From an optimization exercise on the open Yosys and OpenROAD flow, aimed at small area; shortcuts taken in it are not production practice.
Only simulation tests tie the RTL to the original design; equivalence was not proved.
Power figures rest on the tool's default switching activity, not on a simulated workload. The flow treats the clock pin as an ideal source, which a real chip does not have.

**flow/config.mk**
```make
export PLATFORM = sky130hd
export DESIGN_NAME = data_memory_responder
export DESIGN_NICKNAME = data_memory_responder
export VERILOG_FILES = /design/flow/design.v
export SDC_FILE = /design/flow/constraint.sdc
export NUM_CORES = 4
export LEC_CHECK = 0
export CAP_MARGIN = 20
export CORE_MARGIN = 2
export CORE_UTILIZATION = 65
export PLACE_DENSITY = 0.75
export SLEW_MARGIN = 20
```
**flow/constraint.sdc**
```tcl
create_clock -name core_clock -period 5.0 [get_ports {CLK}]
set_input_delay 1.0000 -clock core_clock [delete_from_list [all_inputs] [get_ports {CLK}]]
set_output_delay 1.0000 -clock core_clock [all_outputs]
set_load 0.01 [all_outputs]
```
**flow/design.v**
```verilog
module data_memory_responder #(
  parameter int DEPTH       = 32,
  parameter int WAIT_STATES = 2
) (
  input  logic        CLK,
  input  logic        RESET_N,
  input  logic        MemRead_control,
  input  logic        MemWrite_control,
  input  logic [63:0] Address,
  input  logic [63:0] Write_data,
  output logic [63:0] Read_data,
  output logic        Mem_ready,
  output logic        Mem_busy,
  output logic        Mem_error
);
  localparam int NTAP = 12;
  function automatic int tap_pos(input int i);
    tap_pos = 8 * (i / 3) + ((i % 3 == 0) ? 0 : (i % 3 == 1) ? 2 : 5);
  endfunction
  logic [1:0]  state, state_nxt;
  logic [4:0]  rot, rot_nxt;
  logic [2:0]  since_rst;      
  logic [2:0]  since_nxt;
  logic        idle, accept, live_mis, live_ld, take_wdata;
  logic        cap_ld, cap_st, cap_mis, wr_pend, wr_pend_nxt;
  logic        ld_nxt, st_nxt, busy_nxt, hold, hold_nxt;
  logic [4:0]  cap_idx, idx_nxt, pos_nxt;
  logic [63:0] dbuf, dbuf_nxt;
  logic [63:0] ring [32];
  logic [7:0]  wr_fire, wr_fire_nxt, wr_keep;
  logic [NTAP-1:0] tap_reg, tap_reg_nxt, tap_live, tap_sel;
  logic        rd_live, rd_buf_sel, commit_nxt;
  assign live_mis = |Address[2:0];
  assign idle      = (state == 2'd0);
  assign accept    = idle && (MemRead_control ^ MemWrite_control);
  assign live_ld   = accept && MemRead_control && !live_mis;
  assign state_nxt = (!idle || accept) ? state + 2'd1 : state;
  assign rot_nxt   = rot + 5'd1;
  assign idx_nxt   = idle ? Address[7:3] : cap_idx;
  assign since_nxt = {since_rst[1:0], 1'b1};
  always_ff @(posedge CLK or negedge RESET_N) begin
    if (!RESET_N) begin
      state     <= 2'd0;
      rot       <= 5'd0;
      since_rst <= 3'd0;
    end else begin
      state     <= state_nxt;
      rot       <= rot_nxt;
      since_rst <= since_nxt;
    end
  end
  always_ff @(posedge CLK) begin
    if (idle) begin
      cap_idx <= Address[7:3];
      cap_ld  <= MemRead_control && !live_mis;
      cap_st  <= MemWrite_control && !live_mis;
      cap_mis <= live_mis;
    end
  end
  assign pos_nxt = idx_nxt + rot_nxt;
  always_comb begin
    wr_pend_nxt = accept ? (MemWrite_control && !live_mis) : (wr_pend && !(|wr_fire));
    for (int p = 0; p < 8; p++)
      wr_fire_nxt[p] = wr_pend_nxt && (pos_nxt == 5'(4*p + 31));
  end
  always_ff @(posedge CLK or negedge RESET_N) begin
    if (!RESET_N) begin
      wr_pend <= 1'b0;
      wr_fire <= '0;
      wr_keep <= '0;
    end else begin
      wr_pend <= wr_pend_nxt;
      wr_fire <= wr_fire_nxt;
      wr_keep <= ~wr_fire_nxt & {8{since_rst[2]}};
    end
  end
  always_ff @(posedge CLK) begin
    for (int q = 0; q < 32; q++) begin
      if (q % 4 == 0)
        ring[q] <= ({64{wr_fire[q/4]}} & dbuf) | ({64{wr_keep[q/4]}} & ring[(q+31)%32]);
      else
        ring[q] <= ring[q-1];
    end
  end
  assign ld_nxt   = (state_nxt != 2'd0) && (idle ? (MemRead_control && !live_mis) : cap_ld);
  assign st_nxt   = (state_nxt != 2'd0) && (idle ? (MemWrite_control && !live_mis) : cap_st);
  assign busy_nxt = (state_nxt != 2'd0);
  always_comb begin
    for (int i = 0; i < NTAP; i++) begin
      if (tap_pos(i) % 8 == 2)
        tap_live[i] = live_ld && (Address[5:3] == tgt2[2:0])
                      && (2'(Address[7:6] - tgt2[4:3]) == 2'(tap_pos(i) / 8)) && since_rst[tap_pos(i) % 4];
      else if (tap_pos(i) % 8 == 5)
        tap_live[i] = live_ld && (Address[5:3] == tgt5[2:0])
                      && (2'(Address[7:6] - tgt5[4:3]) == 2'(tap_pos(i) / 8)) && since_rst[tap_pos(i) % 4];
      else
        tap_live[i] = 1'b0;
      tap_reg_nxt[i] = ld_nxt && (state_nxt != 2'd3) && (pos_nxt == 5'(tap_pos(i)))
                       && since_nxt[tap_pos(i) % 4];
    end
    hold_nxt = busy_nxt && (st_nxt || (ld_nxt && !(|tap_reg_nxt)));
  end
  assign tap_sel    = tap_reg | tap_live;
  logic [4:0] tgt2, tgt5;
  always_ff @(posedge CLK or negedge RESET_N) begin
    if (!RESET_N) begin
      tgt2 <= 5'd2;
      tgt5 <= 5'd5;
    end else begin
      tgt2 <= 5'd2 - rot_nxt;
      tgt5 <= 5'd5 - rot_nxt;
    end
  end
  assign take_wdata = idle && !MemRead_control;
  always_comb begin
    dbuf_nxt = ({64{take_wdata}} & Write_data) | ({64{hold}} & dbuf);
    for (int i = 0; i < NTAP; i++)
      dbuf_nxt = dbuf_nxt | ({64{tap_sel[i]}} & ring[tap_pos(i)]);
  end
  always_ff @(posedge CLK or negedge RESET_N) begin
    if (!RESET_N) begin
      tap_reg <= '0;
      hold    <= 1'b0;
    end else begin
      tap_reg <= tap_reg_nxt;
      hold    <= hold_nxt;
    end
  end
  always_ff @(posedge CLK) dbuf <= dbuf_nxt;
  assign commit_nxt = (state_nxt == 2'd2) && cap_ld;
  always_ff @(posedge CLK or negedge RESET_N) begin
    if (!RESET_N) begin
      rd_live    <= 1'b0;
      rd_buf_sel <= 1'b0;
    end else begin
      rd_live    <= commit_nxt &&  (|tap_reg_nxt);
      rd_buf_sel <= commit_nxt && !(|tap_reg_nxt);
    end
  end
  always_ff @(posedge CLK or negedge RESET_N) begin
    if (!RESET_N) Read_data <= '0;
    else if (rd_live) Read_data <= dbuf_nxt;
    else if (rd_buf_sel) Read_data <= dbuf;
  end
  assign Mem_busy  = !idle;
  assign Mem_ready = (state == 2'd3);
  assign Mem_error = Mem_ready && cap_mis;
endmodule
```
**flow/flow/run.sh**
```bash
#!/bin/bash
# Standard synthesis with an area-oriented ABC script, then the standard layout with plain
# buf_1 port buffers and a clock tree of our own settings.
set -euo pipefail
export FLOW_WORK="$PWD"
export MY_ABC_SCRIPT="$PWD/flow/abc_area.script"
SYN="SYNTH_SCRIPT=$PWD/flow/synth.tcl"
bash standard.sh synth "$SYN" > synth.log 2>&1
bash standard.sh finish "$SYN" \
  BUFFER_PORTS_ARGS="-buffer_cell sky130_fd_sc_hd__buf_1" \
  CTS_ARGS="-sink_clustering_enable -repair_clock_nets -dont_use_dummy_load -buf_list sky130_fd_sc_hd__clkbuf_16 -sink_clustering_size 30 -sink_clustering_max_diameter 80" \
  > layout.log 2>&1
```
**flow/flow/abc_area.script**
```
&get -n
&st
&dch
&nf -a -R 1000
&put
```
**flow/flow/synth.tcl**
```tcl
# The standard synthesis (synth_recipe.tcl, in the work folder), with one change: the
# combinational logic is mapped by ABC with an area-oriented script (abc_area.script here)
# in place of ORFS's speed script. Registers are mapped before ABC and are unchanged.
proc abc {args} {
  set i [lsearch -exact $args -script]
  if {$i >= 0} {
    set args [lreplace $args [expr {$i + 1}] [expr {$i + 1}] $::env(MY_ABC_SCRIPT)]
  }
  puts "abc script: [lindex $args [expr {$i + 1}]]"
  yosys abc {*}$args
}
source $::env(FLOW_WORK)/synth_recipe.tcl
```
**flow/standard.sh**
```bash
#!/bin/bash
# synth_recipe.tcl (not shown) runs the flow's synth.tcl, then flattens the netlist and writes it again
# the make line also repeats each setting of config.mk as NAME=value (left out here)
make -C /OpenROAD-flow-scripts/flow DESIGN_CONFIG=/design/flow/config.mk WORK_HOME=/design/flow/orfs CLKGATE_MAP_FILE= SYNTH_SCRIPT=/design/flow/synth_recipe.tcl "${@:-finish}"
```
==> metrics.cfg, run 1 <==
[status]
outcome=timing/DRC/antenna clean

[final_layout]
drive_above_1_share_pct=4.49
final_area_um2=60400
layout_common_cells=2119 x dfxtp_1, 512 x a22o_1, 256 x a222oi_1
fin_nets=4006
reg.largest.list=ring: 2048 flops, Read_data: 64 flops, dbuf: 64 flops
largest_register_ffs=2048
area_growth_pct=8.68
final_common_cell=dfxtp_1
largest_register=ring

[detailed_routing]
drt_iter0_markers=4649
ant_nets=0
viasPerCell=6.40
finalWirelength_um=144000
num_vias=32000
dr.pass1.iters=8
drcViolationCount=0
avgRoutedWirePerCell_um=28.8

[placed_design]
placed_cell_area_um2=58300
dp_slack_ns=0.814
dp_hpwl_um=74400
io_buffers=142
gp_congestion=0.798

[clock_network]
cts_buffer_depth=3
cts_made_buffers=84
cts_root_buf=clkbuf_16
cts_sinks=2234
clk_latency_ns=0.68
clkTransAtPathRegs_ns=0.11
cts_tree=done
htreeDepth=3
cts-hold-fix-buffers=0
ctsResizeCount=0
post_cts_buffers=0

[floorplan]
die_w_um=296
io_pins=199
die-area_um2=87900
rows=107
core_um2=85000
die_h_um=296
start_util_pct=65.4

[pwr]
p_per_area_nw_per_um2=489
total_power_mw=29.6
p_leak_nw=23.7
power.ir.vdd_worst_v=0.000358

[sta]
min_period_over_period_pct=79.0
rsz0062_at_grt=no
fin_worst_skew_ns=0.0349
worstMarginPinSlew_ns=1.18
maxSlewHeadroom_pct=21.3
fmax_mhz=253
finalCriticalPeriod_ns=3.95
setup_tns_ns=0
setup_viol=0
finalHoldViolCount=0
setup_ws_ns=1.05
slew_violations=0

[logic_synthesis]
synth-main-ff-cell=dfxtp_1
ys_ff_latch=2234
syn_area_um2=55600
ys_warn_count=2
synth.area.top_cells=dfxtp_1 76%, a22o_1 8.1%, dfrtp_1 5.0%, a222oi_1 4.6%, nand2_1 1.5%
synthDistinctLibCells=33
synth_top_area_cell=dfxtp_1
ys_seq_area_share_pct=81.5
synth_edf_count=1
synth_top_area_share_pct=76.3
syn_nets=3726
synthCells=3578
syn_area_per_cell_um2=15.5
async_flop_share_pct=5.10

[global_route]
grt.busiest_layer=met2
track_usage_pct=32.4
grt_pass1_vias=30700
grtUsageMet3_pct=4.96
grt_start_max_net_pins=57
grt.met2_usage_pct=50.0
grt_pass1_wl_um=205000
antenna_found_initial=5
grt.overflow.total=0
globalRouteMet1Util_pct=47.8

[critical_path]
r2r_end=Read_data[24]
slowest_stage=nor4_1
critical_path.cell_chain=clkinv_1 > ha_1 > buf_4 > clkinv_1 > nor2_1 > nand3_1 > nor4_1 > nand3b_1 > o21bai_4 > buf_12 > a222oi_1 > nand3_1 > nand2_1 > nand2_1
reg2reg_from=state[0]
required_ns=5.60
worstSetupEndpointType=flip-flop
path_class=flip-flop to flip-flop
crit_fanout=35
reg2reg_depth=14
crit_family=simple AND/OR/NAND/NOR gates
max_stage_delay_ns=0.77
path_buf_inv=4
r2r_slack_ns=1.05
start_kind=flip-flop
arrival_ns=4.55

[worst_hold_path]
min-delay-start=ring[4][2]
holdPathEnd=ring[5][2]
holdPathStages=0
min_path_type=flip-flop to flip-flop

[flow_run]
maxCapViolCount=0

report_power, final:
part	internal (mW)	switching, mW	leakage (nW)
Combinational	0.724	1.66	4.12
Clock	3.04	4.95	1.04
Sequential	18.3	0.917	18.5
cell usage after synthesis, drive strengths merged (2+ instances only):
library cell  instances
o21ai                 6
nor3                  2
and2                  2
a221oi               53
dfstp                 3
nand4                 2
nand3                63
a222oi              256
ha                   15
dfxtp              2119
a31o                  2
a22o                512
a41o                  4
a22oi                64
o21bai                2
and3                 12
nor2b                12
nor2                 32
mux2                  2
xor2                 13
mux2i                 2
a21oi                16
dfrtp               111
nor4                  7
nand2               228
xnor2                16
clkinv               16
worst max path at each step:
stage | to | slack [ns] | startpoint | cells past startpoint
floorplan | Read_data[10] | 0.06 | Address[1] | 9
global placement | Read_data[38] | 0.90 | Address[1] | 11
detailed placement | Read_data[26] | 0.81 | MemRead_control | 12
CTS | Read_data[24] | 1.08 | state[0] | 14
global route | Read_data[24] | 0.75 | state[0] | 14
finish | Read_data[24] | 1.05 | state[0] | 14
per-layer routing:
metal	part of all wire, %	wire length, um
met5	0.015	22
met4	2.8	4060
met3	10	14800
met2	45	64400
met1	42	60800
kinds of logic (layout without fill, tap and decap cells):
| kind of cell | Yosys count | after routing | synth area share (%) |
|---|---|---|---|
| xor gates and xnor gates | 29 | 29 | 0.457 |
| adders and majority gates | 16 | 16 | 0.374 |
| DFF | 2234 | 2234 | 81.5 |
| and+or+nand+nor | 361 | 361 | 2.75 |
| AOI/OAI and AO/OA | 917 | 917 | 14.7 |
| buffers and inverters | 16 | 294 | 0.108 |
| other | 1 | 3 | 0.00675 |
| muxes | 4 | 4 | 0.0765 |
cell type report:
cell class,count,area [um^2]
antenna,2,5.00
clock buffer,84,2100
fill,5590,24600
inverter,16,60.1
multi-input combinational,1328,10300
sequential,2234,45400
tap,1144,1430
timing repair buffer,194,1100
stage by stage:
step / instances / util, % / hold WS, ns
after global placement: 4915 / 68.6 / 0.310
final: 5002 / 71.1 / 0.315
after CTS: 4999 / 71.0 / 0.316
after detailed placement: 4915 / 68.6 / 0.312
after floorplan: 3578 / - / 0.310
after global routing: 5002 / 71.1 / 0.320
==> run 2, diff against run 1 <==
--- a/flow/config.mk
+++ b/flow/config.mk
@@ -8,5 +8,5 @@
 export CAP_MARGIN = 20
 export CORE_MARGIN = 2
-export CORE_UTILIZATION = 65
-export PLACE_DENSITY = 0.75
+export CORE_UTILIZATION = 72
+export PLACE_DENSITY = 0.8
 export SLEW_MARGIN = 20
==> run 2 against run 1 <==
Net effect:
- still clean on timing, DRC and antenna
- clock skew is 0.0031 ns higher
- die area is 9.6% lower
- core utilization is 8.0 points higher
==> metrics.cfg, run 2 <==
[status]
outcome=timing/DRC/antenna clean

[floorplan]
start_util_pct=73.0
rows=101
io_pins=199
die_w_um=282
core_um2=76200
die_h_um=282
die-area_um2=79400

[logic_synthesis]
syn_area_um2=55600
synthCells=3578
ys_ff_latch=2234
synth_top_family_by_area=compound AO/OA/AOI/OAI gates
ys_warn_count=2
yosys.area_share.simple_pct=2.75
syn_nets=3726
yosys.cell_count.top_type=dfxtp_1
synth_top_area_share_pct=76.3
synth_compound_area_share_pct=14.7
ys_seq_area_share_pct=81.5
synthXorXnorAreaFrac_pct=0.457
async_flop_share_pct=5.10
synth_fa_ha_area_share_pct=0.374
synthMuxAreaShare_pct=0.0765
yosys-top-cells-count=2119 x dfxtp_1, 512 x a22o_1, 256 x a222oi_1, 228 x nand2_1, 111 x dfrtp_1
synth_edf_count=1
synth.area.top_cells=dfxtp_1 76%, a22o_1 8.1%, dfrtp_1 5.0%, a222oi_1 4.6%, nand2_1 1.5%
synth-main-ff-cell=dfxtp_1
synthDistinctLibCells=33
synth_top_area_cell=dfxtp_1
syn_area_per_cell_um2=15.5

[final_layout]
layout_common_cells=2119 x dfxtp_1, 512 x a22o_1, 256 x a222oi_1
largest_register_ffs=2048
final_common_cell=dfxtp_1
drive_above_1_share_pct=4.51
reg.largest.list=ring: 2048 flops, Read_data: 64 flops, dbuf: 64 flops
fin_nets=4007
fin_cells=4889
area_growth_pct=8.33
final_area_um2=60200
largest_register=ring
final_util_pct=79.0

[sta]
maxSlewHeadroom_pct=26.9
finalCriticalPeriod_ns=4.32
finalHoldViolCount=0
fin_hold_ws_ns=0.302
rsz0062_at_grt=no
min_period_over_period_pct=86.4
worstMarginPinSlew_ns=1.10
setup_tns_ns=0
slew_violations=0
fmax_mhz=231
fin_worst_skew_ns=0.0379
setup_viol=0
setup_ws_ns=0.680

[global_route]
grt.overflow.total=0
grt_pass1_vias=33300
grt.met2_usage_pct=57.7
track_usage_pct=37.1
grt.busiest_layer=met2
grtUsageMet3_pct=8.14
antenna_found_initial=4
grt_start_max_net_pins=65
grt_pass1_wl_um=216000
globalRouteMet1Util_pct=51.8

[critical_path]
worstSetupEndpointType=flip-flop
crit_start=state[0]
crit_family=simple AND/OR/NAND/NOR gates
arrival_ns=4.93
crit_fanout=31
max_stage_delay_ns=0.85
required_ns=5.61
critical_path.cell_chain=clkinv_1 > ha_1 > clkinv_1 > nor2_1 > nand3_1 > nor4_1 > nand3b_1 > o21bai_4 > buf_4 > a222oi_1 > nand3_1 > nand2_1 > nand2_1
path_class=flip-flop to flip-flop
start_kind=flip-flop
path_buf_inv=3
reg2reg_from=state[0]
slowest_stage=nor4_1

[pwr]
p_leak_nw=23.7
p_per_area_nw_per_um2=491
total_power_mw=29.6
power.ir.vdd_worst_v=0.000476

[detailed_routing]
finalWirelength_um=149000
dr.pass1.iters=8
avgRoutedWirePerCell_um=30.4
num_vias=32900
viasPerCell=6.73
ant_nets=0
drcViolationCount=0
drt_iter0_markers=4804

[clock_network]
ctsResizeCount=0
cts_tree=done
cts_sinks=2234
clk_latency_ns=0.68
post_cts_buffers=0
htreeDepth=3
cts_made_buffers=84
cts-hold-fix-buffers=0
cts_root_buf=clkbuf_16
clkTransAtPathRegs_ns=0.11
cts_buffer_depth=3

[flow_run]
maxCapViolCount=0

[placed_design]
placed_cell_area_um2=58100
io_buffers=142
dp_cells=4803
dp_slack_ns=0.718
gp_congestion=0.835
dp_hpwl_um=76500

[worst_hold_path]
min_path_type=flip-flop to flip-flop
min-delay-start=ring[30][63]

-- run 2: changes by cell type in the layout (fill, tap and decap cells not counted) --
cell | before | now
buf_4 | 39 | 44
buf_16 | 1 | 0
buf_12 | 12 | 9
dfrtp_4 | 22 | 21
dfrtp_2 | 0 | 1
-- run 2: layout make-up --
cell class	instances	area, um^2
antenna	2	5.00
inverter	16	60.1
fill	4228	16000
tap	1030	1290
timing repair buffer	195	1050
clock buffer	84	2100
multi-input combinational	1328	10300
sequential	2234	45400
-- run 2: routing by layer --
layer / vias to the layer above / wire length (um) / part of all wire, %
met5: - / 18 / 0.012
li1: 13900 / - / -
met2: 2209 / 68100 / 46
met3: 386 / 17800 / 12
met1: 16400 / 57900 / 39
met4: 4 / 5040 / 3.4
-- run 2: power breakdown --
group          switching (mW)  internal [mW]  leakage (nW)
sequential              0.877           18.3          18.5
combinational            1.74          0.724          4.10
clock                    4.94           3.04          1.04
total                    7.55           22.0          23.7
-- run 2: worst paths after layout --
check / slack [ns] / end / depth (start not counted)
worst max-delay path: 0.68 / Read_data[49] / 13
worst min-delay path: 0.30 / ring[31][63] / 0
worst max register to register: 0.68 / Read_data[49] / 13
worst min register to register: 0.30 / ring[31][63] / 0
max in group asynchronous: 3.45 / Read_data[51] / 2
min in group asynchronous: 0.43 / tgt2[3] / 1
-- run 2: worst reg2reg max path, delay by kind of cell (launching register included) --
family                   cells  cell delay (ns)
flip-flops                   1             0.41
buffers and inverters        3             0.98
AO/OA/AOI/OAI                2             0.50
adder cells (fa/ha/maj)      1             0.49
AND/OR/NAND/NOR              7             1.92
-- run 2: cell families after synthesis --
logic type | Yosys count
buffers and inverters | 16
AND/OR/NAND/NOR | 361
flip-flops | 2234
AO/OA/AOI/OAI | 917
adder cells (fa/ha/maj) | 16
other | 1
multiplexers | 4
XOR/XNOR | 29
==> run 3, diff against run 2 <==
--- a/flow/design.v
+++ b/flow/design.v
@@ -30,5 +30,5 @@
   logic [7:0]  wr_fire, wr_fire_nxt, wr_keep;
   logic [NTAP-1:0] tap_reg, tap_reg_nxt, tap_live, tap_sel;
-  logic        rd_live, rd_buf_sel, commit_nxt;
+  logic        rd_commit, rd_hold, commit_nxt;
   assign live_mis = |Address[2:0];
   assign idle      = (state == 2'd0);
@@ -131,15 +131,14 @@
   always_ff @(posedge CLK or negedge RESET_N) begin
     if (!RESET_N) begin
-      rd_live    <= 1'b0;
-      rd_buf_sel <= 1'b0;
+      rd_commit <= 1'b0;
+      rd_hold   <= 1'b1;
     end else begin
-      rd_live    <= commit_nxt &&  (|tap_reg_nxt);
-      rd_buf_sel <= commit_nxt && !(|tap_reg_nxt);
+      rd_commit <= commit_nxt;
+      rd_hold   <= !commit_nxt;
     end
   end
   always_ff @(posedge CLK or negedge RESET_N) begin
     if (!RESET_N) Read_data <= '0;
-    else if (rd_live) Read_data <= dbuf_nxt;
-    else if (rd_buf_sel) Read_data <= dbuf;
+    else Read_data <= ({64{rd_commit}} & dbuf_nxt) | ({64{rd_hold}} & Read_data);
   end
   assign Mem_busy  = !idle;
==> run 3 against run 2 <==
Net effect:
- still clean on timing, DRC and antenna
- clock power hardly changed
- largest cell class unchanged
- largest power group unchanged
- global-route usage is 1.3 points lower
- power is 3.4% lower
- cell count is 2.0% lower
- synthesized area is 0.55% lower
- first-iteration DRC count is 13% lower
- die area is 0.55% lower
- via count is 2.7% lower
- combinational power is about 30% lower
- non-clock buffer count is 9 lower
- critical path type unchanged
- clock-buffer cell count stayed put
- maximum frequency is 16% higher
==> metrics.cfg, run 3 <==
[critical_path]
max_stage_delay_ns=0.71
critical_path.cell_chain=clkinv_1 > ha_1 > nand4_1 > nor4_1 > buf_4 > a41o_4 > buf_4 > nand2_1 > nand4_1 > a221oi_1 > nand2_1 > a22o_1
r2r_slack_ns=1.27
reg2reg_from=state[0]
slowest_stage=a41o_4
path_class=flip-flop to flip-flop
crit_fanout=33
reg2reg_depth=12
arrival_ns=4.32
required_ns=5.59
start_kind=flip-flop
worstSetupEndpointType=flip-flop
r2r_end=Read_data[5]

[sta]
worstMarginPinSlew_ns=1.18
setup_viol=0
min_period_over_period_pct=74.6
fmax_mhz=268
fin_worst_skew_ns=0.0333
rsz0062_at_grt=no
setup_tns_ns=0
maxSlewHeadroom_pct=21.1
slew_violations=0
finalCriticalPeriod_ns=3.73
finalHoldViolCount=0

[logic_synthesis]
async_flop_share_pct=5.10
synthMuxAreaShare_pct=0.0770
yosys.cell_count.top_type=dfxtp_1
synthXorXnorAreaFrac_pct=0.428
synthCells=3489
synth.area.top_cells=dfxtp_1 77%, a22o_1 9.1%, dfrtp_1 5.0%, a222oi_1 3.5%, a221oi_1 1.0%
synth_top_area_cell=dfxtp_1
yosys-top-cells-count=2119 x dfxtp_1, 576 x a22o_1, 192 x a222oi_1, 143 x nand2_1, 110 x dfrtp_1
synth-main-ff-cell=dfxtp_1
synth_compound_area_share_pct=14.8
yosys.area_share.simple_pct=2.26
syn_nets=3637
synth_edf_count=1
synth_top_family_by_area=compound AO/OA/AOI/OAI gates
synth_fa_ha_area_share_pct=0.376
syn_area_per_cell_um2=15.8
ys_ff_latch=2234
ys_warn_count=2
synth_top_area_share_pct=76.7
ys_seq_area_share_pct=82.0
syn_area_um2=55300
synthDistinctLibCells=32

[placed_design]
dp_hpwl_um=73200
io_buffers=142
dp_cells=4705
gp_congestion=0.853

[detailed_routing]
drt_iter0_markers=4192
avgRoutedWirePerCell_um=29.7
drcViolationCount=0
dr.pass1.iters=6
ant_nets=0
finalWirelength_um=142000
num_vias=32000
viasPerCell=6.68

[final_layout]
area_growth_pct=8.23
largest_register=ring
drive_above_1_share_pct=4.36
largest_register_ffs=2048
fin_cells=4793
fin_nets=3909
layout_common_cells=2119 x dfxtp_1, 576 x a22o_1, 192 x a222oi_1
reg.largest.list=ring: 2048 flops, Read_data: 64 flops, dbuf: 64 flops
final_common_cell=dfxtp_1

[global_route]
track_usage_pct=35.8
grt_pass1_vias=32300
grt_pass1_wl_um=208000
antenna_found_initial=6
grt.overflow.total=0
grt_start_max_net_pins=115

[worst_hold_path]
min-delay-start=ring[30][47]
holdPathEnd=ring[31][47]
min_path_type=flip-flop to flip-flop
holdPathStages=0

[clock_network]
cts_tree=done
cts_made_buffers=84
clkTransAtPathRegs_ns=0.10
post_cts_buffers=0
ctsResizeCount=0
cts_buffer_depth=3
cts-hold-fix-buffers=0
htreeDepth=3
clk_latency_ns=0.68
cts_root_buf=clkbuf_16
cts_sinks=2234

[floorplan]
io_pins=199
die-area_um2=79000
die_h_um=281
die_w_um=281
start_util_pct=72.8
rows=101
core_um2=75900

[pwr]
p_leak_nw=23.3
p_per_area_nw_per_um2=478
power.ir.vdd_worst_v=0.000394

[flow_run]
maxCapViolCount=0

[status]
outcome=timing/DRC/antenna clean

run 3: changes by cell type after synthesis, sizes merged, moves of 2 or more:
| cell | delta |
|---|---|
| and3 | -10 |
| o21bai | -2 |
| a221oi | +11 |
| nor3 | +2 |
| nor2 | -7 |
| nand4 | +65 |
| o21ai | +2 |
| clkinv | +3 |
| nand3 | -55 |
| nand2 | -85 |
| a21oi | -11 |
| a22o | +64 |
| a222oi | -64 |
run 3: final cells by class:
type / instances / area [um^2]
timing repair buffer: 186 / 980
sequential: 2234 / 45400
antenna: 4 / 10.0
inverter: 19 / 71.3
tap: 1030 / 1290
multi-input combinational: 1236 / 9990
clock buffer: 84 / 2100
fill: 4212 / 16100
run 3: where the power goes:
| group | internal (mW) | switching, mW |
|---|---|---|
| Sequential | 18.2 | 0.687 |
| Clock | 3.04 | 4.92 |
| Combinational | 0.601 | 1.11 |
| Total | 21.9 | 6.72 |
run 3: worst max path at each step:
stage | slack, ns | endpoint | from
global placement | 0.91 | Read_data[8] | MemRead_control
CTS | 1.34 | Read_data[5] | state[0]
detailed placement | 0.87 | Read_data[61] | Address[1]
floorplan | 1.11 | Read_data[12] | Address[1]
finish | 1.27 | Read_data[5] | state[0]
global route | 1.17 | Read_data[19] | state[0]
run 3: routing by layer:
| metal | GRT usage, % | wire length (um) | vias up |
|---|---|---|---|
| met5 | 0 | 39 | - |
| met4 | 12.5 | 4600 | 6 |
| met3 | 6.72 | 15000 | 336 |
| met2 | 55.4 | 64900 | 1878 |
| met1 | 51.2 | 57500 | 16200 |
| li1 | - | - | 13600 |
run 3: through the flow:
step | setup WS (ns) | cell area [um^2] | total power [mW] | utilization (%) | hold WS (ns)
2_1_floorplan | 1.11 | 55300 | 19.9 | - | 0.310
3_3_place_gp | 0.914 | 57700 | 20.9 | 76.0 | 0.310
3_5_place_dp | 0.869 | 57700 | 20.9 | 76.0 | 0.312
4_1_cts | 1.34 | 59800 | 28.5 | 78.8 | 0.312
5_1_grt | 1.17 | 59800 | 29.3 | 78.8 | 0.319
6_report | 1.27 | 59800 | 28.6 | 78.8 | 0.310
run 3: cell families after synthesis:
family                     Yosys count
and+or+nand+nor                    269
adders and majority gates           16
other                                1
buffers and inverters               19
DFF                               2234
muxes                                4
AOI/OAI and AO/OA                  919
xor gates and xnor gates            27
run 3: worst max-delay path, delay by kind of cell, from the launching register on:
family          cells  cell delay (ns)
fa+ha+maj           1             0.50
buf+inv             3             0.68
simple gates        5             1.06
compound gates      3             0.93
flops               1             0.46
==> run 4, diff against run 3 <==
--- a/flow/flow/run.sh
+++ b/flow/flow/run.sh
@@ -9,4 +9,4 @@
 bash standard.sh finish "$SYN" \
   BUFFER_PORTS_ARGS="-buffer_cell sky130_fd_sc_hd__buf_1" \
-  CTS_ARGS="-sink_clustering_enable -repair_clock_nets -dont_use_dummy_load -buf_list sky130_fd_sc_hd__clkbuf_16 -sink_clustering_size 30 -sink_clustering_max_diameter 80" \
+  CTS_ARGS="-sink_clustering_enable -repair_clock_nets -dont_use_dummy_load -buf_list sky130_fd_sc_hd__clkbuf_16 -sink_clustering_size 33 -sink_clustering_max_diameter 70" \
   > layout.log 2>&1
--- a/flow/config.mk
+++ b/flow/config.mk
@@ -8,5 +8,5 @@
 export CAP_MARGIN = 20
 export CORE_MARGIN = 2
-export CORE_UTILIZATION = 72
-export PLACE_DENSITY = 0.8
+export CORE_UTILIZATION = 75
+export PLACE_DENSITY = 0.82
 export SLEW_MARGIN = 20
==> run 4 against run 3 <==
Net effect:
- global-route usage is 2.2 points higher
- first-iteration DRC count is 16% higher
- cell count is 1.6% lower
- sequential share of layout area is 0.31 points higher
- clock skew is 0.017 ns higher
- highest routed layer unchanged
==> metrics.cfg, run 4 <==
[clock_network]
htreeDepth=3
cts_made_buffers=78
cts-hold-fix-buffers=0
cts_root_buf=clkbuf_16
cts_buffer_depth=3
clkTransAtPathRegs_ns=0.12
cts_sinks=2234
cts_tree=done
clk_latency_ns=0.68
post_cts_buffers=0
ctsResizeCount=0

[final_layout]
largest_register_ffs=2048
drive_above_1_share_pct=4.18
final_util_pct=81.7
reg.largest.list=ring: 2048 flops, Read_data: 64 flops, dbuf: 64 flops
layout_common_cells=2119 x dfxtp_1, 576 x a22o_1, 192 x a222oi_1
nFillCells=3753
largest_register=ring
final_common_cell=dfxtp_1
area_growth_pct=7.79
fin_nets=3902

[logic_synthesis]
synth-main-ff-cell=dfxtp_1
ys_seq_area_share_pct=82.0
yosys.cell_count.top_type=dfxtp_1
syn_area_um2=55300
ys_warn_count=2
syn_area_per_cell_um2=15.8
synthCells=3489
yosys-top-cells-count=2119 x dfxtp_1, 576 x a22o_1, 192 x a222oi_1, 143 x nand2_1, 110 x dfrtp_1
async_flop_share_pct=5.10
synth.area.top_cells=dfxtp_1 77%, a22o_1 9.1%, dfrtp_1 5.0%, a222oi_1 3.5%, a221oi_1 1.0%
synth_top_area_cell=dfxtp_1
synth_top_area_share_pct=76.7
synthDistinctLibCells=32
ys_ff_latch=2234
syn_nets=3637
synth_edf_count=1

[placed_design]
dp_hpwl_um=73700
gp_congestion=0.886
io_buffers=142

[sta]
setup_viol=0
finalCriticalPeriod_ns=3.70
setup_tns_ns=0
slew_violations=0
rsz0062_at_grt=no
fmax_mhz=270
min_period_over_period_pct=74.0
finalHoldViolCount=0
maxSlewHeadroom_pct=20.1
worstMarginPinSlew_ns=1.20
fin_worst_skew_ns=0.0505

[critical_path]
path_buf_inv=3
r2r_slack_ns=1.30
crit_family=simple AND/OR/NAND/NOR gates
critical_path.cell_chain=clkinv_1 > ha_1 > nand4_1 > nor4_1 > buf_4 > a41o_4 > buf_4 > a22oi_1 > nand4_1 > a221oi_1 > nand2_1 > a22o_1
crit_fanout=31
start_kind=flip-flop
worstSetupEndpointType=flip-flop
reg2reg_from=state[0]
max_stage_delay_ns=0.68
r2r_end=Read_data[39]
reg2reg_depth=12
arrival_ns=4.29
slowest_stage=a41o_4
path_class=flip-flop to flip-flop
required_ns=5.59

[floorplan]
die_w_um=275
rows=99
start_util_pct=75.8
die-area_um2=75900
core_um2=73000
io_pins=199
die_h_um=275

[detailed_routing]
num_vias=32100
ant_nets=0
dr.pass1.iters=9
avgRoutedWirePerCell_um=30.7
drt_iter0_markers=4853
finalWirelength_um=145000
viasPerCell=6.82
drcViolationCount=0

[worst_hold_path]
min_path_type=flip-flop to flip-flop
holdPathStages=0
min-delay-start=ring[29][22]
holdPathEnd=ring[30][22]

[pwr]
p_clk_share_pct=27.3
p_per_area_nw_per_um2=476
p_leak_nw=23.2
switching_share_pct=23.6
combPwrFrac_pct=6.1
seqPwrFrac_pct=66.6
internal_power_mw=21.7
power.ir.vdd_worst_v=0.000471
netSwitchingPower_mw=6.70

[status]
outcome=timing/DRC/antenna clean

[global_route]
grt.overflow.total=0
antenna_found_initial=10
track_usage_pct=38.1
grt_pass1_wl_um=212000
grt_pass1_vias=33000
grt_start_max_net_pins=65

[flow_run]
maxCapViolCount=0

run 4: cell counts after synthesis:
Identical to the previous run, type by type.
run 4: cell type report:
cell class	instances	area, um^2	share of cell area (%)
Timing Repair Buffer	185	972	1.63
Sequential cell	2234	45400	76.2
Tap cell	959	1200	2.01
Multi-Input combinational cell	1236	9990	16.8
Clock buffer	78	1950	3.28
Antenna cell	4	10.0	0.0168
Inverter	19	71.3	0.120
run 4: per-stage QoR:
stage	std cells	total power, mW	setup WS, ns	instance area (um^2)	hold slack, ns
after floorplan	3489	19.9	1.11	55300	0.310
after global placement	4633	20.8	1.05	57600	0.310
after detailed placement	4633	20.9	0.940	57600	0.312
after CTS	4711	28.3	1.38	59600	0.300
after global routing	4715	29.1	1.17	59600	0.297
final	4715	28.4	1.30	59600	0.294
run 4: power by group through the flow:
stage	Combinational (mW)	Sequential, mW	Clock, mW
global route	1.83	18.9	8.29
floorplan	0.808	19.1	0
detailed placement	1.67	19.3	0
CTS	1.70	18.9	7.70
finish	1.73	18.9	7.73
global placement	1.63	19.2	0
run 4: logic make-up after synthesis:
family / after synthesis / synth area share (%)
fa+ha+maj: 16 / 0.376
other cells: 1 / 0.00678
buf+inv: 19 / 0.129
compound gates: 919 / 14.8
simple gates: 269 / 2.26
flops: 2234 / 82.0
mux: 4 / 0.0769
xor+xnor: 27 / 0.428
run 4: routing by layer:
metal | track usage [%] | wire length (um)
met1 | 52.9 | 57000
met2 | 59.3 | 66500
met3 | 7.15 | 15500
met4 | 16.5 | 5740
met5 | 0 | 60
run 4: worst max-delay path by stage:
stage	cells past startpoint	end	slack, ns	startpoint
2_1_floorplan	9	Read_data[12]	1.11	Address[1]
3_3_place_gp	12	Read_data[13]	1.05	MemRead_control
3_5_place_dp	12	Read_data[39]	0.94	MemRead_control
4_1_cts	12	Read_data[8]	1.38	state[0]
5_1_grt	12	Read_data[13]	1.17	state[0]
6_report	12	Read_data[39]	1.30	state[0]
==> run 5, diff against run 4 <==
--- a/flow/design.v
+++ b/flow/design.v
@@ -20,6 +20,6 @@
   logic [1:0]  state, state_nxt;
   logic [4:0]  rot, rot_nxt;
-  logic [2:0]  since_rst;      
-  logic [2:0]  since_nxt;
+  logic [3:0]  since_rst;      
+  logic [3:0]  since_nxt;
   logic        idle, accept, live_mis, live_ld, take_wdata;
   logic        cap_ld, cap_st, cap_mis, wr_pend, wr_pend_nxt;
@@ -38,10 +38,10 @@
   assign rot_nxt   = rot + 5'd1;
   assign idx_nxt   = idle ? Address[7:3] : cap_idx;
-  assign since_nxt = {since_rst[1:0], 1'b1};
+  assign since_nxt = {since_rst[2:0], 1'b1};
   always_ff @(posedge CLK or negedge RESET_N) begin
     if (!RESET_N) begin
       state     <= 2'd0;
       rot       <= 5'd0;
-      since_rst <= 3'd0;
+      since_rst <= 4'd0;
     end else begin
       state     <= state_nxt;
@@ -68,11 +68,10 @@
       wr_pend <= 1'b0;
       wr_fire <= '0;
-      wr_keep <= '0;
     end else begin
       wr_pend <= wr_pend_nxt;
       wr_fire <= wr_fire_nxt;
-      wr_keep <= ~wr_fire_nxt & {8{since_rst[2]}};
     end
   end
+  assign wr_keep = ~wr_fire & {8{since_rst[3]}};
   always_ff @(posedge CLK) begin
     for (int q = 0; q < 32; q++) begin
@@ -103,13 +102,6 @@
   assign tap_sel    = tap_reg | tap_live;
   logic [4:0] tgt2, tgt5;
-  always_ff @(posedge CLK or negedge RESET_N) begin
-    if (!RESET_N) begin
-      tgt2 <= 5'd2;
-      tgt5 <= 5'd5;
-    end else begin
-      tgt2 <= 5'd2 - rot_nxt;
-      tgt5 <= 5'd5 - rot_nxt;
-    end
-  end
+  assign tgt2 = 5'd2 - rot;
+  assign tgt5 = 5'd5 - rot;
   assign take_wdata = idle && !MemRead_control;
   always_comb begin
==> flow/flow/abc_area.script (replaced) <==
&get -n
&st
&dch
&nf -a -R 1000
&st
&dch
&nf -a -R 1000
&put
==> run 5 against run 4 <==
Net effect:
- still clean on timing, DRC and antenna
- power increased by 0.31%
- sequential power hardly changed
- non-clock buffer count up 13
- register-to-register slack worse by 0.10 ns
- first-iteration DRC count increased by 1.8%
==> metrics.cfg, run 5 <==
[pwr]
power.ir.vdd_worst_v=0.000470
p_per_area_nw_per_um2=480
seqPwrFrac_pct=65.8
p_clk_share_pct=27.1
internal_power_mw=21.6
combPwrFrac_pct=7.1
p_leak_nw=23.2
switching_share_pct=24.1
netSwitchingPower_mw=6.85

[critical_path]
start_kind=flip-flop
arrival_ns=4.41
slowest_stage=a21o_4
required_ns=5.61
cp_common_cell=nand2_1
crit_family=simple AND/OR/NAND/NOR gates
max_stage_delay_ns=0.63
path_class=flip-flop to flip-flop
crit_fanout=30
critical_path.cell_chain=clkinv_1 > ha_1 > nand2_1 > nor3b_1 > nand3_1 > nor2_1 > a21o_4 > buf_4 > a22oi_1 > nand4_1 > a221oi_1 > nand2_1 > a22o_1
path_buf_inv=2
worstSetupEndpointType=flip-flop

[flow_run]
maxCapViolCount=0

[detailed_routing]
avgRoutedWirePerCell_um=30.7
viasPerCell=6.85
ant_nets=0
drt_iter0_markers=4938
finalWirelength_um=144000
num_vias=32100
drcViolationCount=0
dr.pass1.iters=10

[logic_synthesis]
synthDistinctLibCells=37
ys_warn_count=2
async_flop_share_pct=4.46
syn_area_um2=54900
synth_edf_count=1
yosys.cell_count.top_type=dfxtp_1
yosys-top-cells-count=2119 x dfxtp_1, 576 x a22o_1, 221 x a222oi_1, 114 x nand2_1, 98 x dfrtp_1
syn_nets=3595
ys_seq_area_share_pct=81.9
synth-main-ff-cell=dfxtp_1
syn_area_per_cell_um2=15.9
synth_top_area_share_pct=77.3
synth.area.top_cells=dfxtp_1 77%, a22o_1 9.2%, dfrtp_1 4.5%, a222oi_1 4.0%, a221oi_1 1.0%
ys_ff_latch=2219
synthCells=3446
synth_top_area_cell=dfxtp_1

[placed_design]
dp_hpwl_um=73900
dp_slack_ns=0.805
io_buffers=142
dp_cells=4603
gp_congestion=0.866

[final_layout]
largest_register_ffs=2048
area_growth_pct=8.06
drive_above_1_share_pct=4.46
reg.largest.list=ring: 2048 flops, Read_data: 64 flops, dbuf: 64 flops
final_util_pct=81.5
layout_common_cells=2119 x dfxtp_1, 576 x a22o_1, 221 x a222oi_1
fin_cells=4684
fin_nets=3872
final_common_cell=dfxtp_1
largest_register=ring

[sta]
fin_worst_skew_ns=0.0468
finalHoldViolCount=0
fin_hold_ws_ns=0.311
setup_tns_ns=0
worstMarginPinSlew_ns=1.18
setup_viol=0
setup_ws_ns=1.20
finalCriticalPeriod_ns=3.80
maxSlewHeadroom_pct=21.4
fmax_mhz=263
slew_violations=0
rsz0062_at_grt=no
min_period_over_period_pct=76.0

[clock_network]
htreeDepth=3
cts-hold-fix-buffers=0
cts_sinks=2219
cts_buffer_depth=3
cts_made_buffers=77
cts_root_buf=clkbuf_16
post_cts_buffers=0
clkTransAtPathRegs_ns=0.12
clk_latency_ns=0.67
ctsResizeCount=0
cts_tree=done

[floorplan]
start_util_pct=75.4
die_w_um=274
core_um2=72700
die_h_um=274
io_pins=199
die-area_um2=75300
rows=99

[worst_hold_path]
min_path_type=flip-flop to flip-flop

[global_route]
antenna_found_initial=6
grt_pass1_vias=32500
grt_start_max_net_pins=65
grt_pass1_wl_um=209000
grt.overflow.total=0
track_usage_pct=38.0

[status]
outcome=timing/DRC/antenna clean

[run 5: cell types whose count changed after synthesis, moves of 4 or more]
| cell | delta |
|---|---|
| a22oi_1 | -29 |
| dfrtp_1 | -12 |
| a21o_1 | +6 |
| nor2_1 | -4 |
| nand3_1 | +28 |
| nand4_1 | -30 |
| a222oi_1 | +29 |
| nor3_1 | +6 |
| nand2_1 | -29 |
| nor4_1 | -6 |
[run 5: routing by layer]
layer / global-route usage [%] / wire length [um] / share of wire, % / up-vias
li1: - / - / - / 13500
met1: 53.2 / 56500 / 39 / 16000
met2: 59.1 / 66300 / 46 / 2209
met3: 8.46 / 16300 / 11 / 381
met4: 13.5 / 4850 / 3.4 / 4
met5: 0 / 24 / 0.017 / -
[run 5: worst paths after layout]
kind,from,endpoint,slack [ns],cells after the start
min in group asynchronous,RESET_N,Read_data[8],0.38,1
setup / recovery,state[0],Read_data[4],1.20,13
hold reg to reg,ring[17][61],ring[18][61],0.31,0
setup reg to reg,state[0],Read_data[4],1.20,13
hold / removal,ring[17][61],ring[18][61],0.31,0
max in group asynchronous,RESET_N,Read_data[27],3.60,2
[run 5: final cells by class]
type	count	area, um^2
Sequential cell	2219	45000
Fill cell	3716	13400
Multi-Input combinational cell	1210	9990
Clock buffer	77	1930
Tap cell	959	1200
Timing Repair Buffer	198	1090
Inverter	17	63.8
Antenna cell	4	10.0
[run 5: per-stage QoR]
stage	power, mW	area, um^2
2_1_floorplan	20.0	54900
3_3_place_gp	21.0	57300
3_5_place_dp	21.1	57300
4_1_cts	28.3	59300
5_1_grt	29.1	59300
6_report	28.4	59300
[run 5: power by group through the flow]
stage               Combinational [mW]  Sequential (mW)  Clock, mW
global route                      2.14             18.8       8.24
floorplan                        0.916             19.0          0
global placement                  1.92             19.1          0
detailed placement                1.97             19.1          0
CTS                               1.99             18.7       7.64
finish                            2.03             18.7       7.70
[run 5: cell families after synthesis]
group,count (synthesis),synth area share [%]
xor+xnor,25,0.399
other cells,1,0.00684
simple gates,244,2.08
mux,3,0.0616
buf+inv,17,0.116
compound gates,920,15.0
flops,2219,81.9
fa+ha+maj,17,0.401
==> run 6, diff against run 5 <==
--- a/flow/design.v
+++ b/flow/design.v
@@ -30,4 +30,5 @@
   logic [7:0]  wr_fire, wr_fire_nxt, wr_keep;
   logic [NTAP-1:0] tap_reg, tap_reg_nxt, tap_live, tap_sel;
+  logic [4:0]  tgt2, tgt5;
   logic        rd_commit, rd_hold, commit_nxt;
   assign live_mis = |Address[2:0];
@@ -82,4 +83,6 @@
     end
   end
+  assign tgt2     = 5'd2 - rot;
+  assign tgt5     = 5'd5 - rot;
   assign ld_nxt   = (state_nxt != 2'd0) && (idle ? (MemRead_control && !live_mis) : cap_ld);
   assign st_nxt   = (state_nxt != 2'd0) && (idle ? (MemWrite_control && !live_mis) : cap_st);
@@ -101,7 +104,4 @@
   end
   assign tap_sel    = tap_reg | tap_live;
-  logic [4:0] tgt2, tgt5;
-  assign tgt2 = 5'd2 - rot;
-  assign tgt5 = 5'd5 - rot;
   assign take_wdata = idle && !MemRead_control;
   always_comb begin
==> run 6 against run 5 <==
Net effect:
- still clean
- first-iteration DRC count stayed put
- critical path type unchanged
- power stayed put
- cell count stayed put
- clock power hardly changed
- routed wire length stayed put
- largest cell class unchanged
==> metrics.cfg, run 6 <==
[logic_synthesis]
syn_area_um2=54900
synthDistinctLibCells=37
synth-main-ff-cell=dfxtp_1
synth_top_area_share_pct=77.3
synth_edf_count=1
yosys-top-cells-count=2119 x dfxtp_1, 576 x a22o_1, 221 x a222oi_1, 114 x nand2_1, 98 x dfrtp_1
synthCells=3446
synth.area.top_cells=dfxtp_1 77%, a22o_1 9.2%, dfrtp_1 4.5%, a222oi_1 4.0%, a221oi_1 1.0%
async_flop_share_pct=4.46
yosys.cell_count.top_type=dfxtp_1
ys_ff_latch=2219
synth_top_area_cell=dfxtp_1
syn_nets=3595
ys_warn_count=2
syn_area_per_cell_um2=15.9
ys_seq_area_share_pct=81.9

[critical_path]
r2r_slack_ns=1.20
max_stage_delay_ns=0.63
endpoint=Read_data[4]
slowest_stage=a21o_4
crit_family=simple AND/OR/NAND/NOR gates
path_buf_inv=2
cp_num_cells=13
path_class=flip-flop to flip-flop
reg2reg_from=state[0]
worstSetupEndpointType=flip-flop
required_ns=5.61
arrival_ns=4.41
start_kind=flip-flop
crit_start=state[0]
reg2reg_depth=13
r2r_end=Read_data[4]
critical_path.cell_chain=clkinv_1 > ha_1 > nand2_1 > nor3b_1 > nand3_1 > nor2_1 > a21o_4 > buf_4 > a22oi_1 > nand4_1 > a221oi_1 > nand2_1 > a22o_1
crit_fanout=30
cp_common_cell=nand2_1

[detailed_routing]
routed.top_layer=met5
wl_met1_um=56500
dr.pass1.iters=10
met2WireLength_um=66300
drt_iter0_markers=4938
finalWirelength_um=144000
avgRoutedWirePerCell_um=30.7
viasPerCell=6.85
ant_nets=0
num_vias=32100
met3WireLength_um=16300
drcViolationCount=0

[floorplan]
start_util_pct=75.4
rows=99
core_um2=72700
io_pins=199
die_h_um=274
die_w_um=274
die-area_um2=75300

[sta]
min_period_over_period_pct=76.0
setup_viol=0
maxSlewHeadroom_pct=21.4
fmax_mhz=263
finalHoldViolCount=0
setup_tns_ns=0
worstMarginPinSlew_ns=1.18
rsz0062_at_grt=no
fin_worst_skew_ns=0.0468
slew_violations=0
setup_ws_ns=1.20
finalCriticalPeriod_ns=3.80

[final_layout]
largest_register=ring
fin_cells=4684
drive_above_1_share_pct=4.46
nFillCells=3716
seq_area_um2=45000
fin_nets=3872
reg.largest.list=ring: 2048 flops, Read_data: 64 flops, dbuf: 64 flops
layout_common_cells=2119 x dfxtp_1, 576 x a22o_1, 221 x a222oi_1
area_growth_pct=8.06
largest_register_ffs=2048
multi_input_area_um2=9990
final_common_cell=dfxtp_1
final_util_pct=81.5

[placed_design]
dp_hpwl_um=73900
dp_slack_ns=0.805
dp_cells=4603
gp_congestion=0.866
io_buffers=142

[clock_network]
clkTransAtPathRegs_ns=0.12
post_cts_buffers=0
htreeDepth=3
ctsResizeCount=0
clk_latency_ns=0.67
cts_made_buffers=77
cts-hold-fix-buffers=0
cts_sinks=2219
cts_root_buf=clkbuf_16
cts_tree=done
cts_buffer_depth=3

[worst_hold_path]
holdPathStages=0
min_path_type=flip-flop to flip-flop

[global_route]
grt_pass1_vias=32500
grt_pass1_wl_um=209000
track_usage_pct=38.0
grt.overflow.total=0
grt_start_max_net_pins=65
antenna_found_initial=6

[pwr]
p_leak_nw=23.2
p_per_area_nw_per_um2=480
power.ir.vdd_worst_v=0.000470

[status]
outcome=timing/DRC/antenna clean

[flow_run]
maxCapViolCount=0

-- run 6: power breakdown --
part	internal, mW	switching [mW]
Combinational	0.659	1.37
Sequential	18.1	0.592
Clock	2.81	4.89
-- run 6: cell type report --
class / count / area share (%)
Sequential cell: 2219 / 75.9
Multi-Input combinational cell: 1210 / 16.9
Clock buffer: 77 / 3.25
Tap cell: 959 / 2.02
Timing Repair Buffer: 198 / 1.85
Inverter: 17 / 0.108
Antenna cell: 4 / 0.0169
-- run 6: cell families (layout without fill, tap and decap cells) --
family | Yosys count | after routing | share of synthesized area (%)
compound gates | 920 | 920 | 15.0
xor+xnor | 25 | 25 | 0.399
fa+ha+maj | 17 | 17 | 0.401
buf+inv | 17 | 292 | 0.116
flops | 2219 | 2219 | 81.9
mux | 3 | 3 | 0.0616
other cells | 1 | 5 | 0.00684
simple gates | 244 | 244 | 2.08
-- run 6: metrics by stage --
step | instance area (um^2) | hold slack [ns] | power (mW)
5_1_grt | 59300 | 0.321 | 29.1
6_report | 59300 | 0.311 | 28.4
3_3_place_gp | 57300 | 0.310 | 21.0
4_1_cts | 59300 | 0.306 | 28.3
3_5_place_dp | 57300 | 0.312 | 21.1
2_1_floorplan | 54900 | 0.310 | 20.0
-- run 6: how the worst min path moves through the flow --
stage                 start           end  slack, ns
2_1_floorplan    ring[9][0]   ring[10][0]       0.31
3_3_place_gp    ring[9][60]  ring[10][60]       0.31
3_5_place_dp    ring[6][21]   ring[7][21]       0.31
4_1_cts        ring[17][61]  ring[18][61]       0.31
5_1_grt         ring[22][6]   ring[23][6]       0.32
6_report       ring[17][61]  ring[18][61]       0.31
-- run 6: routing by layer --
| layer | vias up | track usage (%) |
|---|---|---|
| met5 | - | 0 |
| li1 | 13500 | - |
| met1 | 16000 | 53.2 |
| met3 | 381 | 8.46 |
| met4 | 4 | 13.5 |
| met2 | 2209 | 59.1 |
==> run 7, diff against run 6 <==
--- a/flow/config.mk
+++ b/flow/config.mk
@@ -8,5 +8,5 @@
 export CAP_MARGIN = 20
 export CORE_MARGIN = 2
-export CORE_UTILIZATION = 75
-export PLACE_DENSITY = 0.82
+export CORE_UTILIZATION = 80
+export PLACE_DENSITY = 0.86
 export SLEW_MARGIN = 20
==> run 7 against run 6 <==
Net effect:
- worst setup slack better by 0.043 ns
- still clean on timing, DRC and antenna
- clock power about the same
- via count is 3.6% higher
- highest routed layer unchanged
- die area is 6.2% lower
- critical path type unchanged
- routed wire length is 6.7% higher
- first-iteration DRC count rose by 10%
- global-route usage rose by 5.1 points
==> metrics.cfg, run 7 <==
[final_layout]
nFillCells=2831
final_common_cell=dfxtp_1
reg.largest.list=ring: 2048 flops, Read_data: 64 flops, dbuf: 64 flops
fin_nets=3870
drive_above_1_share_pct=4.41
largest_register_ffs=2048
layout_common_cells=2119 x dfxtp_1, 576 x a22o_1, 221 x a222oi_1
fin_cells=4609
area_growth_pct=7.93
largest_register=ring

[clock_network]
cts_buffer_depth=3
post_cts_buffers=0
cts-hold-fix-buffers=0
cts_sinks=2219
clkTransAtPathRegs_ns=0.12
cts_made_buffers=77
clk_latency_ns=0.67
cts_root_buf=clkbuf_16
cts_tree=done
htreeDepth=3
ctsResizeCount=0

[sta]
worstMarginPinSlew_ns=1.18
finalCriticalPeriod_ns=3.76
setup_viol=0
setup_ws_ns=1.24
setup_tns_ns=0
rsz0062_at_grt=no
maxSlewHeadroom_pct=21.6
fin_worst_skew_ns=0.0486
slew_violations=0
min_period_over_period_pct=75.1
fmax_mhz=266
finalHoldViolCount=0

[logic_synthesis]
synth.area.top_cells=dfxtp_1 77%, a22o_1 9.2%, dfrtp_1 4.5%, a222oi_1 4.0%, a221oi_1 1.0%
syn_nets=3595
ys_seq_area_share_pct=81.9
synthDistinctLibCells=37
syn_area_per_cell_um2=15.9
ys_warn_count=2
synth-main-ff-cell=dfxtp_1
synthCells=3446
synth_top_area_cell=dfxtp_1
synth_top_area_share_pct=77.3
ys_ff_latch=2219
yosys-top-cells-count=2119 x dfxtp_1, 576 x a22o_1, 221 x a222oi_1, 114 x nand2_1, 98 x dfrtp_1
syn_area_um2=54900
synth_edf_count=1
yosys.cell_count.top_type=dfxtp_1
async_flop_share_pct=4.46

[global_route]
grt_start_max_net_pins=83
grt_pass1_wl_um=222000
grt.overflow.total=0
grt_pass1_vias=33800
antenna_found_initial=7
track_usage_pct=43.1

[worst_hold_path]
min_path_type=flip-flop to flip-flop
holdPathStages=0
min-delay-start=ring[20][16]
holdPathEnd=ring[21][16]

[critical_path]
worstSetupEndpointType=flip-flop
path_buf_inv=2
path_class=flip-flop to flip-flop
start_kind=flip-flop
reg2reg_from=state[0]
crit_family=simple AND/OR/NAND/NOR gates
crit_fanout=29
arrival_ns=4.35
r2r_slack_ns=1.24
r2r_end=Read_data[32]
reg2reg_depth=11
slowest_stage=a21o_4
critical_path.cell_chain=clkinv_1 > ha_1 > nand2_1 > nor3b_1 > and3_1 > and3b_1 > a21o_4 > buf_4 > a221oi_1 > nand3_1 > a22o_1
max_stage_delay_ns=0.65
required_ns=5.59

[detailed_routing]
num_vias=33200
avgRoutedWirePerCell_um=33.3
finalWirelength_um=154000
dr.pass1.iters=6
viasPerCell=7.21
ant_nets=0
drcViolationCount=0
drt_iter0_markers=5432

[flow_run]
maxCapViolCount=0

[placed_design]
gp_congestion=0.857
dp_hpwl_um=78000
io_buffers=142
dp_cells=4524
dp_slack_ns=1.04

[floorplan]
die-area_um2=70700
die_w_um=266
start_util_pct=80.4
io_pins=199
rows=96
die_h_um=266
core_um2=68200

[status]
outcome=timing/DRC/antenna clean

[pwr]
p_leak_nw=23.2
power.ir.vdd_worst_v=0.000450
p_per_area_nw_per_um2=482

[run 7: cell count changes in the layout (fill, tap and decap cells not counted)]
cell,delta
buf_4,-4
diode_2,+4
buf_12,+1
buf_16,+1
[run 7: cell type report]
class / instances / area (um^2) / area share, %
diodes: 8 / 20.0 / 0.0338
clock buffers: 77 / 1930 / 3.25
inverters: 17 / 63.8 / 0.108
multi-input cells: 1210 / 9990 / 16.9
flip-flops and latches: 2219 / 45000 / 76.0
well taps: 882 / 1100 / 1.86
repair buffers: 196 / 1110 / 1.88
[run 7: worst register-to-register path, delay by kind of cell (launching register included)]
kind	cells	cell delay, ns
buffers and inverters	2	0.48
and+or+nand+nor	5	1.34
AOI/OAI and AO/OA	3	0.97
DFF	1	0.43
adders and majority gates	1	0.48
[run 7: how the worst max path moves through the flow]
stage | startpoint | end | slack (ns) | cells after the start
2_1_floorplan | Address[1] | Read_data[0] | 0.13 | 9
3_3_place_gp | Address[1] | Read_data[9] | 1.13 | 11
3_5_place_dp | Address[1] | Read_data[32] | 1.04 | 11
4_1_cts | state[0] | Read_data[32] | 1.37 | 11
5_1_grt | state[0] | Read_data[32] | 1.11 | 11
6_report | state[0] | Read_data[32] | 1.24 | 11
[run 7: stage by stage]
| step | instance area (um^2) | utilization (%) | power [mW] | hold slack, ns |
|---|---|---|---|---|
| 2_1_floorplan | 54900 | - | 20.0 | 0.310 |
| 3_3_place_gp | 57200 | 83.9 | 21.0 | 0.310 |
| 3_5_place_dp | 57300 | 83.9 | 21.1 | 0.312 |
| 4_1_cts | 59200 | 86.7 | 28.3 | 0.285 |
| 5_1_grt | 59200 | 86.8 | 29.1 | 0.279 |
| 6_report | 59200 | 86.8 | 28.5 | 0.279 |
[run 7: kinds of logic after synthesis]
group / after synthesis / share of synthesized area (%)
XOR/XNOR: 25 / 0.399
adder cells (fa/ha/maj): 17 / 0.401
other: 1 / 0.00684
AND/OR/NAND/NOR: 244 / 2.08
multiplexers: 3 / 0.0616
buffers and inverters: 17 / 0.116
flip-flops: 2219 / 81.9
AO/OA/AOI/OAI: 920 / 15.0
[run 7: report_power, final]
group | leakage, nW | internal, mW | switching, mW
combinational | 3.89 | 0.661 | 1.35
sequential | 18.4 | 18.1 | 0.673
clock | 0.949 | 2.81 | 4.90
[run 7: metal layers]
layer / vias up / part of all wire (%) / GRT usage, %
met5: - / 0.0085 / 0
li1: 13500 / - / -
met1: 16600 / 37 / 58.7
met2: 2665 / 47 / 66.8
met4: 2 / 4.6 / 20.3
met3: 526 / 12 / 9.42
==> run 8, diff against run 7 <==
--- a/flow/design.v
+++ b/flow/design.v
@@ -30,5 +30,4 @@
   logic [7:0]  wr_fire, wr_fire_nxt, wr_keep;
   logic [NTAP-1:0] tap_reg, tap_reg_nxt, tap_live, tap_sel;
-  logic [4:0]  tgt2, tgt5;
   logic        rd_commit, rd_hold, commit_nxt;
   assign live_mis = |Address[2:0];
@@ -83,6 +82,4 @@
     end
   end
-  assign tgt2     = 5'd2 - rot;
-  assign tgt5     = 5'd5 - rot;
   assign ld_nxt   = (state_nxt != 2'd0) && (idle ? (MemRead_control && !live_mis) : cap_ld);
   assign st_nxt   = (state_nxt != 2'd0) && (idle ? (MemWrite_control && !live_mis) : cap_st);
@@ -104,4 +101,7 @@
   end
   assign tap_sel    = tap_reg | tap_live;
+  logic [4:0] tgt2, tgt5;
+  assign tgt2 = 5'd2 - rot;
+  assign tgt5 = 5'd5 - rot;
   assign take_wdata = idle && !MemRead_control;
   always_comb begin
--- a/flow/flow/run.sh
+++ b/flow/flow/run.sh
@@ -9,4 +9,4 @@
 bash standard.sh finish "$SYN" \
   BUFFER_PORTS_ARGS="-buffer_cell sky130_fd_sc_hd__buf_1" \
-  CTS_ARGS="-sink_clustering_enable -repair_clock_nets -dont_use_dummy_load -buf_list sky130_fd_sc_hd__clkbuf_16 -sink_clustering_size 33 -sink_clustering_max_diameter 70" \
+  CTS_ARGS="-sink_clustering_enable -repair_clock_nets -dont_use_dummy_load -buf_list sky130_fd_sc_hd__clkbuf_16 -sink_clustering_size 35 -sink_clustering_max_diameter 60" \
   > layout.log 2>&1
--- a/flow/config.mk
+++ b/flow/config.mk
@@ -6,7 +6,7 @@
 export NUM_CORES = 4
 export LEC_CHECK = 0
-export CAP_MARGIN = 20
+export CAP_MARGIN = 0
 export CORE_MARGIN = 2
-export CORE_UTILIZATION = 80
-export PLACE_DENSITY = 0.86
-export SLEW_MARGIN = 20
+export CORE_UTILIZATION = 75
+export PLACE_DENSITY = 0.82
+export SLEW_MARGIN = 0
==> run 8 against run 7 <==
Net effect:
- sequential share of layout area down 0.41 points
- via count shrank 3.7%
- clock power is 4.8% higher
- sequential cell count stayed put
- global-route usage fell by 4.9 points
- largest power group unchanged
- non-clock buffer count up 2
- highest routed layer unchanged
==> metrics.cfg, run 8 <==
[status]
outcome=timing/DRC/antenna clean

[logic_synthesis]
yosys.area_share.simple_pct=2.08
synth_compound_area_share_pct=15.0
syn_area_um2=54900
ys_warn_count=2
ys_ff_latch=2219
yosys.cell_count.top_type=dfxtp_1
synth-main-ff-cell=dfxtp_1
synth_edf_count=1
synthDistinctLibCells=37
syn_nets=3595
ys_seq_area_share_pct=81.9
synth_top_family_by_area=compound AO/OA/AOI/OAI gates
synthMuxAreaShare_pct=0.0616
synthCells=3446
synth_top_area_cell=dfxtp_1
yosys-top-cells-count=2119 x dfxtp_1, 576 x a22o_1, 221 x a222oi_1, 114 x nand2_1, 98 x dfrtp_1
syn_area_per_cell_um2=15.9
synthXorXnorAreaFrac_pct=0.399
synth.area.top_cells=dfxtp_1 77%, a22o_1 9.2%, dfrtp_1 4.5%, a222oi_1 4.0%, a221oi_1 1.0%
synth_top_area_share_pct=77.3
synth_fa_ha_area_share_pct=0.401
async_flop_share_pct=4.46

[sta]
setup_tns_ns=0
setup_viol=0
setup_ws_ns=1.22
finalCriticalPeriod_ns=3.78
fin_hold_ws_ns=0.271
finalHoldViolCount=0
min_period_over_period_pct=75.6
maxSlewHeadroom_pct=18.2
fin_worst_skew_ns=0.0615
worstMarginPinSlew_ns=1.22
rsz0062_at_grt=no
fmax_mhz=264
slew_violations=0

[final_layout]
multi_input_area_um2=9990
area_growth_pct=8.52
final_area_um2=59500
seq_area_um2=45000
final_common_cell=dfxtp_1
fin_cells=4696
largest_register_ffs=2048
largest_register=ring
drive_above_1_share_pct=4.72
fin_nets=3882
reg.largest.list=ring: 2048 flops, Read_data: 64 flops, dbuf: 64 flops
nFillCells=3624
final_util_pct=81.9
layout_common_cells=2119 x dfxtp_1, 576 x a22o_1, 221 x a222oi_1

[flow_run]
maxCapViolCount=0

[placed_design]
dp_cells=4603
io_buffers=142
dp_hpwl_um=73900
gp_congestion=0.866
placed_cell_area_um2=57300
dp_slack_ns=0.805

[critical_path]
cp_num_cells=13
cp_common_cell=nand2_1
critical_path.cell_chain=clkinv_1 > ha_1 > nand2_1 > nor3b_1 > nand3_1 > nor2_1 > a21o_4 > buf_4 > a22oi_1 > nand4_1 > a221oi_1 > nand2_1 > a22o_1
slowest_stage=a21o_4
max_stage_delay_ns=0.65
required_ns=5.63
r2r_slack_ns=1.22
path_buf_inv=2
reg2reg_from=state[0]
worstSetupEndpointType=flip-flop
crit_family=simple AND/OR/NAND/NOR gates
path_class=flip-flop to flip-flop
crit_fanout=30
reg2reg_depth=13
r2r_end=Read_data[4]
start_kind=flip-flop
arrival_ns=4.41

[clock_network]
cts-hold-fix-buffers=0
clkTransAtPathRegs_ns=0.12
ctsResizeCount=0
cts_tree=done
cts_sinks=2219
htreeDepth=3
clk_latency_ns=0.69
cts_buffer_depth=3
cts_made_buffers=87
cts_root_buf=clkbuf_16
post_cts_buffers=0

[pwr]
p_per_area_nw_per_um2=484
total_power_mw=28.8
p_leak_nw=23.4
power.ir.vdd_worst_v=0.000444

[floorplan]
io_pins=199
die_h_um=274
start_util_pct=75.4
die_w_um=274
rows=99
core_um2=72700
die-area_um2=75300

[detailed_routing]
finalWirelength_um=144000
drt_iter0_markers=4848
num_vias=32000
viasPerCell=6.82
ant_nets=0
dr.pass1.iters=9
avgRoutedWirePerCell_um=30.7
drcViolationCount=0

[global_route]
track_usage_pct=38.2
grt_pass1_vias=32800
grt_pass1_wl_um=211000
grt_start_max_net_pins=65
grt.overflow.total=0
antenna_found_initial=9

[worst_hold_path]
holdPathStages=0
min-delay-start=ring[6][26]
min_path_type=flip-flop to flip-flop
holdPathEnd=ring[7][26]

run 8: cell type report:
class | instances | area share (%)
flip-flops and latches | 2219 | 75.6
multi-input cells | 1210 | 16.8
inverters | 17 | 0.107
clock buffers | 87 | 3.66
repair buffers | 198 | 1.84
diodes | 6 | 0.0252
well taps | 959 | 2.02
run 8: worst max path at each step:
stage,end,startpoint,slack [ns]
after floorplan,Read_data[0],Address[1],0.13
after global placement,Read_data[13],Address[1],1.04
after detailed placement,Read_data[4],Address[1],0.81
after CTS,Read_data[4],state[0],1.32
after global routing,Read_data[4],state[0],0.97
final,Read_data[4],state[0],1.22
run 8: worst register-to-register path, delay by kind of cell (launching register included):
| kind | cells | cell delay (ns) |
|---|---|---|
| buf+inv | 2 | 0.53 |
| simple gates | 6 | 1.38 |
| compound gates | 4 | 0.99 |
| fa+ha+maj | 1 | 0.47 |
| flops | 1 | 0.40 |
run 8: cells by family (layout without fill, tap and decap cells):
family | after synthesis | after routing
adder cells (fa/ha/maj) | 17 | 17
AND/OR/NAND/NOR | 244 | 244
buffers and inverters | 17 | 302
other | 1 | 7
multiplexers | 3 | 3
flip-flops | 2219 | 2219
XOR/XNOR | 25 | 25
AO/OA/AOI/OAI | 920 | 920
run 8: layer usage:
| metal | vias up | track usage [%] | routed length, um |
|---|---|---|---|
| li1 | 13500 | - | - |
| met1 | 16100 | 53.2 | 56400 |
| met2 | 2089 | 59.4 | 66600 |
| met3 | 401 | 8.18 | 15800 |
| met4 | 6 | 14.7 | 5510 |
| met5 | - | 0 | 32 |
run 8: power breakdown:
| group | leakage [nW] | total [mW] | switching (mW) | internal [mW] |
|---|---|---|---|---|
| clock | 1.07 | 8.08 | 4.94 | 3.14 |
| sequential | 18.4 | 18.7 | 0.586 | 18.1 |
| combinational | 3.89 | 2.03 | 1.37 | 0.659 |

## afterwards: timing with drivers on the ports
In the flow no input, the clock included, has a driving cell. The finished layouts below were timed again as built, in two steps.
Step 1: set_driving_cell puts a clkbuf_16 on CLK and a buf_2 on each other input, an assumption about the parent block.
Step 2 moves the port delays by t, midway between the first and last clock arrival at a register: inputs arrive t later, outputs are due t later. That takes back most of the time a late clock gives input paths.
a / b / c = ideal / step 1 / step 2; a / b = the first two.
run	shift t [ns]	slack for setup (ns)	worst hold slack (ns)	worst setup path after step 2	pins driven straight from the clock port
run 1	0.722	1.052 / 1.052 / 0.728	0.315 / 0.315 / 0.315	input to register	1
run 2	0.728	0.680 / 0.680 / 0.626	0.302 / 0.302 / 0.302	input to register	1
run 3	0.724	1.268 / 1.268 / 0.775	0.310 / 0.310 / 0.310	input to register	1
run 4	0.722	1.302 / 1.302 / 0.821	0.294 / 0.294 / 0.294	input to register	1
run 5	0.722	1.200 / 1.200 / 0.729	0.311 / 0.311 / 0.311	input to register	1
run 6	0.722	1.200 / 1.200 / 0.729	0.311 / 0.311 / 0.311	input to register	1
run 7	0.714	1.243 / 1.243 / 0.827	0.279 / 0.262 / 0.279	input to register	1
run 8	0.722	1.219 / 1.219 / 0.713	0.271 / 0.271 / 0.271	input to register	1
After both steps every run listed still meets setup and hold. For run 8, which loses most, drivers alone change the setup slack by 0.000 ns; drivers and shift together by -0.506 ns.
